Source: an optimization exercise on an open RTL-to-GDS flow (aim: small area). Production flows keep margins and buffers that such runs may drop. At most, simulation tests tie the RTL to the original design; equivalence was not proved.

==> job 7054 <==
==> flow/design.v <==
`default_nettype none
package trigPkg;
   localparam int NUM_LANES  = 4;
   localparam int LANE_WIDTH = 16;
   localparam int SUM_WIDTH  = 8;
   localparam int ADDR_WIDTH = 9;
   localparam int DATA_WIDTH = 32;
   localparam logic [DATA_WIDTH-1:0] SYS_REVISION = 32'hB100_0001;
   localparam logic [DATA_WIDTH-1:0] BLOCK_FILL   = 32'h0000_0123;
   localparam logic [ADDR_WIDTH-1:0] REG_CSR          = 9'h000;
   localparam logic [ADDR_WIDTH-1:0] REG_VERSION      = 9'h001;
   localparam logic [ADDR_WIDTH-1:0] REG_OUTBLOCK     = 9'h003;
   localparam logic [ADDR_WIDTH-1:0] REG_COINC_RESULT = 9'h005;
   localparam logic [ADDR_WIDTH-1:0] REG_CLEAR        = 9'h009;
   localparam logic [ADDR_WIDTH-1:0] REG_NUMTRIG_LO   = 9'h00A;
   localparam logic [ADDR_WIDTH-1:0] REG_NUMTRIG_HI   = 9'h00B;
   localparam logic [ADDR_WIDTH-1:0] REG_TICKS_LO     = 9'h00C;
   localparam logic [ADDR_WIDTH-1:0] REG_TICKS_HI     = 9'h00D;
   localparam logic [ADDR_WIDTH-1:0] REG_COINC_MASK   = 9'h108;
   localparam logic [ADDR_WIDTH-1:0] REG_MULT_MASK    = 9'h110;
   localparam logic [ADDR_WIDTH-1:0] REG_PATTERN      = 9'h118;
   localparam logic [ADDR_WIDTH-1:0] REG_THRESHOLD    = 9'h120;
   localparam logic [1:0] BLK_CONFIG  = 2'd0;
   localparam logic [1:0] BLK_RESULTS = 2'd1;
endpackage
`default_nettype wire
`timescale 1ns/1ps
`default_nettype none
import trigPkg::*;
module trigLane
#(
   parameter int LANE_WIDTH = trigPkg::LANE_WIDTH
)
(
   input  logic [LANE_WIDTH-1:0] laneIn,
   input  logic [LANE_WIDTH-1:0] coincMask,
   input  logic [LANE_WIDTH-1:0] multMask,
   input  logic [LANE_WIDTH-1:0] pattern,
   input  logic [SUM_WIDTH-1:0]  threshold,
   output logic                  coincHit,
   output logic                  multHit,
   output logic [4:0]            sum
);
   function automatic logic [1:0] fullAdd(input logic a, input logic b, input logic c);
      fullAdd = {(a & b) | (a & c) | (b & c), a ^ b ^ c};
   endfunction
   function automatic logic [1:0] halfAdd(input logic a, input logic b);
      halfAdd = {a & b, a ^ b};
   endfunction
   function automatic logic [4:0] popCount16(input logic [15:0] x);
      logic [1:0] l1 [5];
      logic [1:0] a1, a2, d1, b0, g1, g2, f, m, p, q;
      for (int k = 0; k < 5; k++)
         l1[k] = fullAdd(x[3*k], x[3*k+1], x[3*k+2]);
      a1 = fullAdd(l1[0][0], l1[1][0], l1[2][0]);
      a2 = fullAdd(l1[3][0], l1[4][0], x[15]);
      d1 = fullAdd(l1[0][1], l1[1][1], l1[2][1]);
      b0 = halfAdd(a1[0], a2[0]);
      g1 = fullAdd(a1[1], a2[1], d1[0]);
      g2 = halfAdd(l1[3][1], l1[4][1]);
      f  = fullAdd(b0[1], g1[0], g2[0]);
      m  = fullAdd(d1[1], g1[1], g2[1]);
      p  = halfAdd(f[1], m[0]);
      q  = halfAdd(p[1], m[1]);
      popCount16 = {q[1], q[0], p[0], f[0], b0[0]};
   endfunction
   assign coincHit = (laneIn & coincMask) == pattern;
   assign sum      = popCount16(laneIn & multMask);
   assign multHit  = (threshold[7:5] == 3'd0) && (sum >= threshold[4:0]);
endmodule
`default_nettype wire
`timescale 1ns/1ps
`default_nettype none
import trigPkg::*;
module trigCoincTop
#(
   parameter int NUM_LANES  = trigPkg::NUM_LANES,
   parameter int LANE_WIDTH = trigPkg::LANE_WIDTH
)
(
   input  logic                            proc_clk,
   input  logic                            rstN,
   input  logic                            busWrEn,
   input  logic                            busRdEn,
   input  logic [DATA_WIDTH/8-1:0]         busWstrb,
   input  logic [ADDR_WIDTH-1:0]           busAddr,
   input  logic [DATA_WIDTH-1:0]           busWrData,
   input  logic [NUM_LANES*LANE_WIDTH-1:0] trigIn,
   input  logic                            fastTrig,
   output logic [DATA_WIDTH-1:0]           rdData,
   output logic                            rdValid
);
   logic [15:0]           csrReg;
   logic [1:0]            outBlock;
   logic [LANE_WIDTH-1:0] coincMask [NUM_LANES];
   logic [LANE_WIDTH-1:0] multMask  [NUM_LANES];
   logic [LANE_WIDTH-1:0] pattern   [NUM_LANES];
   logic [SUM_WIDTH-1:0]  threshold [NUM_LANES];
   logic                  counterClr;
   logic [DATA_WIDTH-1:0] wrData;
   assign wrData = busWrData & {DATA_WIDTH{rstN}};
   function automatic logic wrByte(
      input logic [ADDR_WIDTH-1:0] addr,
      input int                    b
   );
      wrByte = !rstN || (busWrEn && busAddr == addr && busWstrb[b]);
   endfunction
   always_ff @(posedge proc_clk)
   begin
      for (int b = 0; b < 2; b++)
      begin
         if (wrByte(REG_CSR, b))
            csrReg[8*b +: 8] <= wrData[8*b +: 8];
      end
      if (wrByte(REG_OUTBLOCK, 0))
         outBlock <= wrData[1:0];
      for (int i = 0; i < NUM_LANES; i++)
      begin
         for (int b = 0; b < 2; b++)
         begin
            if (wrByte(REG_COINC_MASK + ADDR_WIDTH'(i), b))
               coincMask[i][8*b +: 8] <= wrData[8*b +: 8];
            if (wrByte(REG_MULT_MASK + ADDR_WIDTH'(i), b))
               multMask[i][8*b +: 8] <= wrData[8*b +: 8];
            if (wrByte(REG_PATTERN + ADDR_WIDTH'(i), b))
               pattern[i][8*b +: 8] <= wrData[8*b +: 8];
         end
         if (wrByte(REG_THRESHOLD + ADDR_WIDTH'(i), 0))
            threshold[i] <= wrData[7:0];
      end
   end
   always_ff @(posedge proc_clk)
   begin
      counterClr <= rstN && busWrEn && (busAddr == REG_CLEAR);
      rdValid    <= rstN && busRdEn;
   end
   logic [NUM_LANES-1:0] coincHit;
   logic [NUM_LANES-1:0] multHit;
   logic [4:0]           sum [NUM_LANES];
   for (genvar i = 0; i < NUM_LANES; i++)
   begin : genLane
      trigLane #(
         .LANE_WIDTH (LANE_WIDTH)
      ) uLane (
         .laneIn    (trigIn[i*LANE_WIDTH +: LANE_WIDTH]),
         .coincMask (coincMask[i]),
         .multMask  (multMask[i]),
         .pattern   (pattern[i]),
         .threshold (threshold[i]),
         .coincHit  (coincHit[i]),
         .multHit   (multHit[i]),
         .sum       (sum[i])
      );
   end
   logic        ftA;
   logic        ftB;
   logic [63:0] numTrig;
   logic [63:0] runTicks;
   always_ff @(posedge proc_clk)
   begin
      ftA <= rstN && fastTrig;
      ftB <= rstN && ftA;
   end
   logic        cntZero;
   logic [31:0] cntData;
   logic        ldTickLo, ldTickHi, ldTrigLo, ldTrigHi;
   logic [7:0]  tickSel;
   logic [7:0]  trigSel;
   logic [63:0] tickInc;
   logic [63:0] trigInc;
   assign cntZero  = !rstN || counterClr;
   assign cntData  = busWrData & {32{!cntZero}};
   assign ldTickLo = busWrEn && busAddr == REG_TICKS_LO;
   assign ldTickHi = busWrEn && busAddr == REG_TICKS_HI;
   assign ldTrigLo = busWrEn && busAddr == REG_NUMTRIG_LO;
   assign ldTrigHi = busWrEn && busAddr == REG_NUMTRIG_HI;
   for (genvar b = 0; b < 4; b++)
   begin : genSel
      assign tickSel[b]     = cntZero || (ldTickLo && busWstrb[b]);
      assign tickSel[b + 4] = cntZero || (ldTickHi && busWstrb[b]);
      assign trigSel[b]     = cntZero || (ldTrigLo && busWstrb[b]);
      assign trigSel[b + 4] = cntZero || (ldTrigHi && busWstrb[b]);
   end
   function automatic logic [63:0] inc64(input logic [63:0] q, input logic cin);
      logic c;
      for (int k = 0; k < 16; k++)
      begin
         c = cin;
         for (int j = 0; j < k; j++)
            c = c & (&q[4*j +: 4]);
         for (int i = 4*k; i < 4*k + 4; i++)
         begin
            inc64[i] = q[i] ^ c;
            c        = c & q[i];
         end
      end
   endfunction
   assign tickInc = inc64(runTicks, !(ldTickLo || ldTickHi));
   assign trigInc = inc64(numTrig, ftA && !ftB && !(ldTrigLo || ldTrigHi));
   always_ff @(posedge proc_clk)
   begin
      for (int i = 0; i < 64; i++)
      begin
         runTicks[i] <= tickSel[i/8] ? cntData[i%32] : tickInc[i];
         numTrig[i]  <= trigSel[i/8] ? cntData[i%32] : trigInc[i];
      end
   end
   logic [DATA_WIDTH-1:0] cfgWord;
   logic [DATA_WIDTH-1:0] resultWord;
   always_comb
   begin
      case (busAddr)
         REG_CSR:      cfgWord = DATA_WIDTH'(csrReg);
         REG_OUTBLOCK: cfgWord = DATA_WIDTH'(outBlock);
         default:      cfgWord = '0;
      endcase
      for (int i = 0; i < NUM_LANES; i++)
      begin
         if (busAddr == REG_COINC_MASK + ADDR_WIDTH'(i))
            cfgWord = DATA_WIDTH'(coincMask[i]);
         if (busAddr == REG_MULT_MASK + ADDR_WIDTH'(i))
            cfgWord = DATA_WIDTH'(multMask[i]);
         if (busAddr == REG_PATTERN + ADDR_WIDTH'(i))
            cfgWord = DATA_WIDTH'(pattern[i]);
         if (busAddr == REG_THRESHOLD + ADDR_WIDTH'(i))
            cfgWord = DATA_WIDTH'(threshold[i]);
      end
   end
   always_comb
   begin
      case (busAddr)
         REG_CSR:          resultWord = DATA_WIDTH'(csrReg[0]);
         REG_VERSION:      resultWord = SYS_REVISION;
         REG_COINC_RESULT: resultWord = DATA_WIDTH'({4'd0, multHit, 4'd0, coincHit});
         REG_NUMTRIG_LO:   resultWord = numTrig[31:0];
         REG_NUMTRIG_HI:   resultWord = numTrig[63:32];
         REG_TICKS_LO:     resultWord = runTicks[31:0];
         REG_TICKS_HI:     resultWord = runTicks[63:32];
         default:          resultWord = '0;
      endcase
      for (int i = 0; i < NUM_LANES; i++)
      begin
         if (busAddr == REG_MULT_MASK + ADDR_WIDTH'(i))
            resultWord = DATA_WIDTH'(sum[i]);
      end
   end
   always_ff @(posedge proc_clk)
   begin
      case (outBlock)
         BLK_CONFIG:  rdData <= cfgWord;
         BLK_RESULTS: rdData <= resultWord;
         default:     rdData <= BLOCK_FILL;
      endcase
   end
endmodule
`default_nettype wire
==> flow/flow/run.sh <==
#!/bin/bash
# Own layout flow: the standard ORFS flow (standard.sh, unchanged synthesis),
# with single-drive port buffers, plain (not timing-driven) global placement and a
# clock tree of clkbuf_8 without dummy loads.
set -uo pipefail
cd "$(dirname "$0")/.."
bash standard.sh \
  "GPL_TIMING_DRIVEN=0" \
  "BUFFER_PORTS_ARGS=-buffer_cell sky130_fd_sc_hd__buf_1" \
  "CTS_ARGS=-sink_clustering_enable -repair_clock_nets -dont_use_dummy_load -buf_list sky130_fd_sc_hd__clkbuf_8 -sink_clustering_size 18 -sink_clustering_max_diameter 50" \
  finish > flow_make.log 2>&1
rc=$?
tail -40 flow_make.log
exit $rc
==> flow/standard.sh <==
#!/bin/bash
# synth_recipe.tcl (not shown) runs the flow's synth.tcl, then flattens the netlist and writes it again
# the make line also repeats each setting of config.mk as NAME=value (left out here)
make -C /OpenROAD-flow-scripts/flow DESIGN_CONFIG=/design/flow/config.mk WORK_HOME=/design/flow/orfs CLKGATE_MAP_FILE= SYNTH_SCRIPT=/design/flow/synth_recipe.tcl "${@:-finish}"
==> flow/config.mk <==
export PLATFORM = sky130hd
export DESIGN_NAME = trigCoincTop
export DESIGN_NICKNAME = trigCoincTop
export VERILOG_FILES = /design/flow/design.v
export SDC_FILE = /design/flow/constraint.sdc
export NUM_CORES = 4
export LEC_CHECK = 0
export CAP_MARGIN = 20
export CORE_MARGIN = 2
export CORE_UTILIZATION = 40
export SLEW_MARGIN = 20
==> flow/constraint.sdc <==
create_clock -name core_clock -period 5.0 [get_ports {proc_clk}]
set_input_delay 1.0000 -clock core_clock [delete_from_list [all_inputs] [get_ports {proc_clk}]]
set_output_delay 1.0000 -clock core_clock [all_outputs]
set_load 0.01 [all_outputs]
==> job 5478 (differences from job 7054) <==
==> flow/design.v, changed modules only <==
module trigLane
#(
   parameter int LANE_WIDTH = trigPkg::LANE_WIDTH
)
(
   input  logic [LANE_WIDTH-1:0] laneIn,
   input  logic [LANE_WIDTH-1:0] coincMask,
   input  logic [LANE_WIDTH-1:0] multMask,
   input  logic [LANE_WIDTH-1:0] pattern,
   input  logic [SUM_WIDTH-1:0]  threshold,
   output logic                  coincHit,
   output logic                  multHit,
   output logic [4:0]            sum
);
   function automatic logic [1:0] fullAdd(input logic a, input logic b, input logic c);
      fullAdd = {(a & b) | (a & c) | (b & c), a ^ b ^ c};
   endfunction
   function automatic logic [4:0] popCount16(input logic [15:0] x);
      logic [1:0] l1 [5];
      logic [1:0] t1, t2, e, u1, u2, u3, g, v, w;
      for (int k = 0; k < 5; k++)
         l1[k] = fullAdd(x[3*k], x[3*k+1], x[3*k+2]);
      t1 = fullAdd(l1[0][0], l1[1][0], l1[2][0]);
      t2 = fullAdd(l1[3][0], l1[4][0], x[15]);
      e  = {t1[0] & t2[0], t1[0] ^ t2[0]};
      u1 = fullAdd(l1[0][1], l1[1][1], l1[2][1]);
      u2 = fullAdd(l1[3][1], l1[4][1], t1[1]);
      u3 = fullAdd(t2[1], e[1], u1[0]);
      g  = {u2[0] & u3[0], u2[0] ^ u3[0]};
      v  = fullAdd(u1[1], u2[1], u3[1]);
      w  = {v[0] & g[1], v[0] ^ g[1]};
      popCount16 = {v[1] & w[1], v[1] ^ w[1], w[0], g[0], e[0]};
   endfunction
   assign coincHit = (laneIn & coincMask) == pattern;
   assign sum      = popCount16(laneIn & multMask);
   assign multHit  = (threshold[7:5] == 3'd0) && (sum >= threshold[4:0]);
endmodule
module trigCoincTop
#(
   parameter int NUM_LANES  = trigPkg::NUM_LANES,
   parameter int LANE_WIDTH = trigPkg::LANE_WIDTH
)
(
   input  logic                            proc_clk,
   input  logic                            rstN,
   input  logic                            busWrEn,
   input  logic                            busRdEn,
   input  logic [DATA_WIDTH/8-1:0]         busWstrb,
   input  logic [ADDR_WIDTH-1:0]           busAddr,
   input  logic [DATA_WIDTH-1:0]           busWrData,
   input  logic [NUM_LANES*LANE_WIDTH-1:0] trigIn,
   input  logic                            fastTrig,
   output logic [DATA_WIDTH-1:0]           rdData,
   output logic                            rdValid
);
   logic [15:0]           csrReg;
   logic [1:0]            outBlock;
   logic [LANE_WIDTH-1:0] coincMask [NUM_LANES];
   logic [LANE_WIDTH-1:0] multMask  [NUM_LANES];
   logic [LANE_WIDTH-1:0] pattern   [NUM_LANES];
   logic [SUM_WIDTH-1:0]  threshold [NUM_LANES];
   logic                  counterClr;
   logic [DATA_WIDTH-1:0] wrData;
   assign wrData = busWrData & {DATA_WIDTH{rstN}};
   function automatic logic wrByte(
      input logic [ADDR_WIDTH-1:0] addr,
      input int                    b
   );
      wrByte = !rstN || (busWrEn && busAddr == addr && busWstrb[b]);
   endfunction
   always_ff @(posedge proc_clk)
   begin
      for (int b = 0; b < 2; b++)
      begin
         if (wrByte(REG_CSR, b))
            csrReg[8*b +: 8] <= wrData[8*b +: 8];
      end
      if (wrByte(REG_OUTBLOCK, 0))
         outBlock <= wrData[1:0];
      for (int i = 0; i < NUM_LANES; i++)
      begin
         for (int b = 0; b < 2; b++)
         begin
            if (wrByte(REG_COINC_MASK + ADDR_WIDTH'(i), b))
               coincMask[i][8*b +: 8] <= wrData[8*b +: 8];
            if (wrByte(REG_MULT_MASK + ADDR_WIDTH'(i), b))
               multMask[i][8*b +: 8] <= wrData[8*b +: 8];
            if (wrByte(REG_PATTERN + ADDR_WIDTH'(i), b))
               pattern[i][8*b +: 8] <= wrData[8*b +: 8];
         end
         if (wrByte(REG_THRESHOLD + ADDR_WIDTH'(i), 0))
            threshold[i] <= wrData[7:0];
      end
   end
   always_ff @(posedge proc_clk)
   begin
      counterClr <= rstN && busWrEn && (busAddr == REG_CLEAR);
      rdValid    <= rstN && busRdEn;
   end
   logic [NUM_LANES-1:0] coincHit;
   logic [NUM_LANES-1:0] multHit;
   logic [4:0]           sum [NUM_LANES];
   for (genvar i = 0; i < NUM_LANES; i++)
   begin : genLane
      trigLane #(
         .LANE_WIDTH (LANE_WIDTH)
      ) uLane (
         .laneIn    (trigIn[i*LANE_WIDTH +: LANE_WIDTH]),
         .coincMask (coincMask[i]),
         .multMask  (multMask[i]),
         .pattern   (pattern[i]),
         .threshold (threshold[i]),
         .coincHit  (coincHit[i]),
         .multHit   (multHit[i]),
         .sum       (sum[i])
      );
   end
   logic        ftA;
   logic        ftB;
   logic [63:0] numTrig;
   logic [63:0] runTicks;
   function automatic logic [63:0] inc64(input logic [63:0] q);
      logic c;
      c = 1'b1;
      for (int i = 0; i < 64; i++)
      begin
         inc64[i] = q[i] ^ c;
         c        = c & q[i];
      end
   endfunction
   always_ff @(posedge proc_clk)
   begin
      ftA <= rstN && fastTrig;
      ftB <= rstN && ftA;
   end
   always_ff @(posedge proc_clk)
   begin
      if (!rstN || counterClr)
      begin
         runTicks <= '0;
         numTrig  <= '0;
      end
      else
      begin
         if (busWrEn && busAddr == REG_TICKS_LO)
         begin
            for (int b = 0; b < 4; b++)
               if (busWstrb[b])
                  runTicks[8*b +: 8] <= busWrData[8*b +: 8];
         end
         else if (busWrEn && busAddr == REG_TICKS_HI)
         begin
            for (int b = 0; b < 4; b++)
               if (busWstrb[b])
                  runTicks[32 + 8*b +: 8] <= busWrData[8*b +: 8];
         end
         else
            runTicks <= inc64(runTicks);
         if (busWrEn && busAddr == REG_NUMTRIG_LO)
         begin
            for (int b = 0; b < 4; b++)
               if (busWstrb[b])
                  numTrig[8*b +: 8] <= busWrData[8*b +: 8];
         end
         else if (busWrEn && busAddr == REG_NUMTRIG_HI)
         begin
            for (int b = 0; b < 4; b++)
               if (busWstrb[b])
                  numTrig[32 + 8*b +: 8] <= busWrData[8*b +: 8];
         end
         else if (ftA && !ftB)
            numTrig <= inc64(numTrig);
      end
   end
   logic [DATA_WIDTH-1:0] cfgWord;
   logic [DATA_WIDTH-1:0] resultWord;
   always_comb
   begin
      case (busAddr)
         REG_CSR:      cfgWord = DATA_WIDTH'(csrReg);
         REG_OUTBLOCK: cfgWord = DATA_WIDTH'(outBlock);
         default:      cfgWord = '0;
      endcase
      for (int i = 0; i < NUM_LANES; i++)
      begin
         if (busAddr == REG_COINC_MASK + ADDR_WIDTH'(i))
            cfgWord = DATA_WIDTH'(coincMask[i]);
         if (busAddr == REG_MULT_MASK + ADDR_WIDTH'(i))
            cfgWord = DATA_WIDTH'(multMask[i]);
         if (busAddr == REG_PATTERN + ADDR_WIDTH'(i))
            cfgWord = DATA_WIDTH'(pattern[i]);
         if (busAddr == REG_THRESHOLD + ADDR_WIDTH'(i))
            cfgWord = DATA_WIDTH'(threshold[i]);
      end
   end
   always_comb
   begin
      case (busAddr)
         REG_CSR:          resultWord = DATA_WIDTH'(csrReg[0]);
         REG_VERSION:      resultWord = SYS_REVISION;
         REG_COINC_RESULT: resultWord = DATA_WIDTH'({4'd0, multHit, 4'd0, coincHit});
         REG_NUMTRIG_LO:   resultWord = numTrig[31:0];
         REG_NUMTRIG_HI:   resultWord = numTrig[63:32];
         REG_TICKS_LO:     resultWord = runTicks[31:0];
         REG_TICKS_HI:     resultWord = runTicks[63:32];
         default:          resultWord = '0;
      endcase
      for (int i = 0; i < NUM_LANES; i++)
      begin
         if (busAddr == REG_MULT_MASK + ADDR_WIDTH'(i))
            resultWord = DATA_WIDTH'(sum[i]);
      end
   end
   always_ff @(posedge proc_clk)
   begin
      case (outBlock)
         BLK_CONFIG:  rdData <= cfgWord;
         BLK_RESULTS: rdData <= resultWord;
         default:     rdData <= BLOCK_FILL;
      endcase
   end
endmodule
==> flow/run.sh (new file) <==
#!/bin/bash
# synth_recipe.tcl (not shown) runs the flow's synth.tcl, then flattens the netlist and writes it again
# the make line also repeats each setting of config.mk as NAME=value (left out here)
make -C /OpenROAD-flow-scripts/flow DESIGN_CONFIG=/design/flow/config.mk WORK_HOME=/design/flow/orfs CLKGATE_MAP_FILE= SYNTH_SCRIPT=/design/flow/synth_recipe.tcl finish
removed: flow/flow/run.sh
removed: flow/standard.sh
==> notes <==
- Job 5478 reached the layout checks and failed them: setup timing. Job 7054 finished with timing, DRC and antenna clean.
- In job 5478 the synthesized area is higher than in job 7054, by 5.3%.
- Against job 5478, the first-iteration DRC count of job 7054 is smaller by about 0.9%.
- Register-to-register slack: job 5478 is lower than job 7054 (5900 ps).
- Between job 5478 and job 7054, the lower fmax is in job 5478 (gap about 56%, measured against job 7054).
For job 7054, only the layout was checked, not whether the RTL still works.

==> afterwards: timing with drivers on the ports <==
The results above use ideal ports. As a check the final layouts listed here were re-extracted and re-timed, cells and wires unchanged.
Step 1 sets driving cells, clkbuf_16 on the clock port and buf_2 on the other inputs (assumed; they add their load-dependent delay and slew).
Step 2 adds t to the input delays and takes it off the output delays; t is the mean of the earliest and latest rising clock arrival at the registers after step 1. Input paths then give back, and output paths get back, about the clock's delay inside the block.
a / b / c = ideal / step 1 / step 2; a / b = the first two.
| run | t (ns) | setup WS [ns] | hold WS [ns] | pins driven straight from the clock port |
|---|---|---|---|---|
| job 7054 | 0.702 | 0.369 / 0.404 / -0.298 | 0.447 / 0.447 / 0.447 | 1 |
| job 5478 | 0.653 | -5.517 / -5.517 / -5.517 | 0.466 / 0.466 / 0.466 | 1 |
Met with ideal ports but missed after step 2: setup timing in job 7054. For job 7054, which loses most, drivers alone change the setup slack by +0.035 ns; drivers and shift together by -0.667 ns.
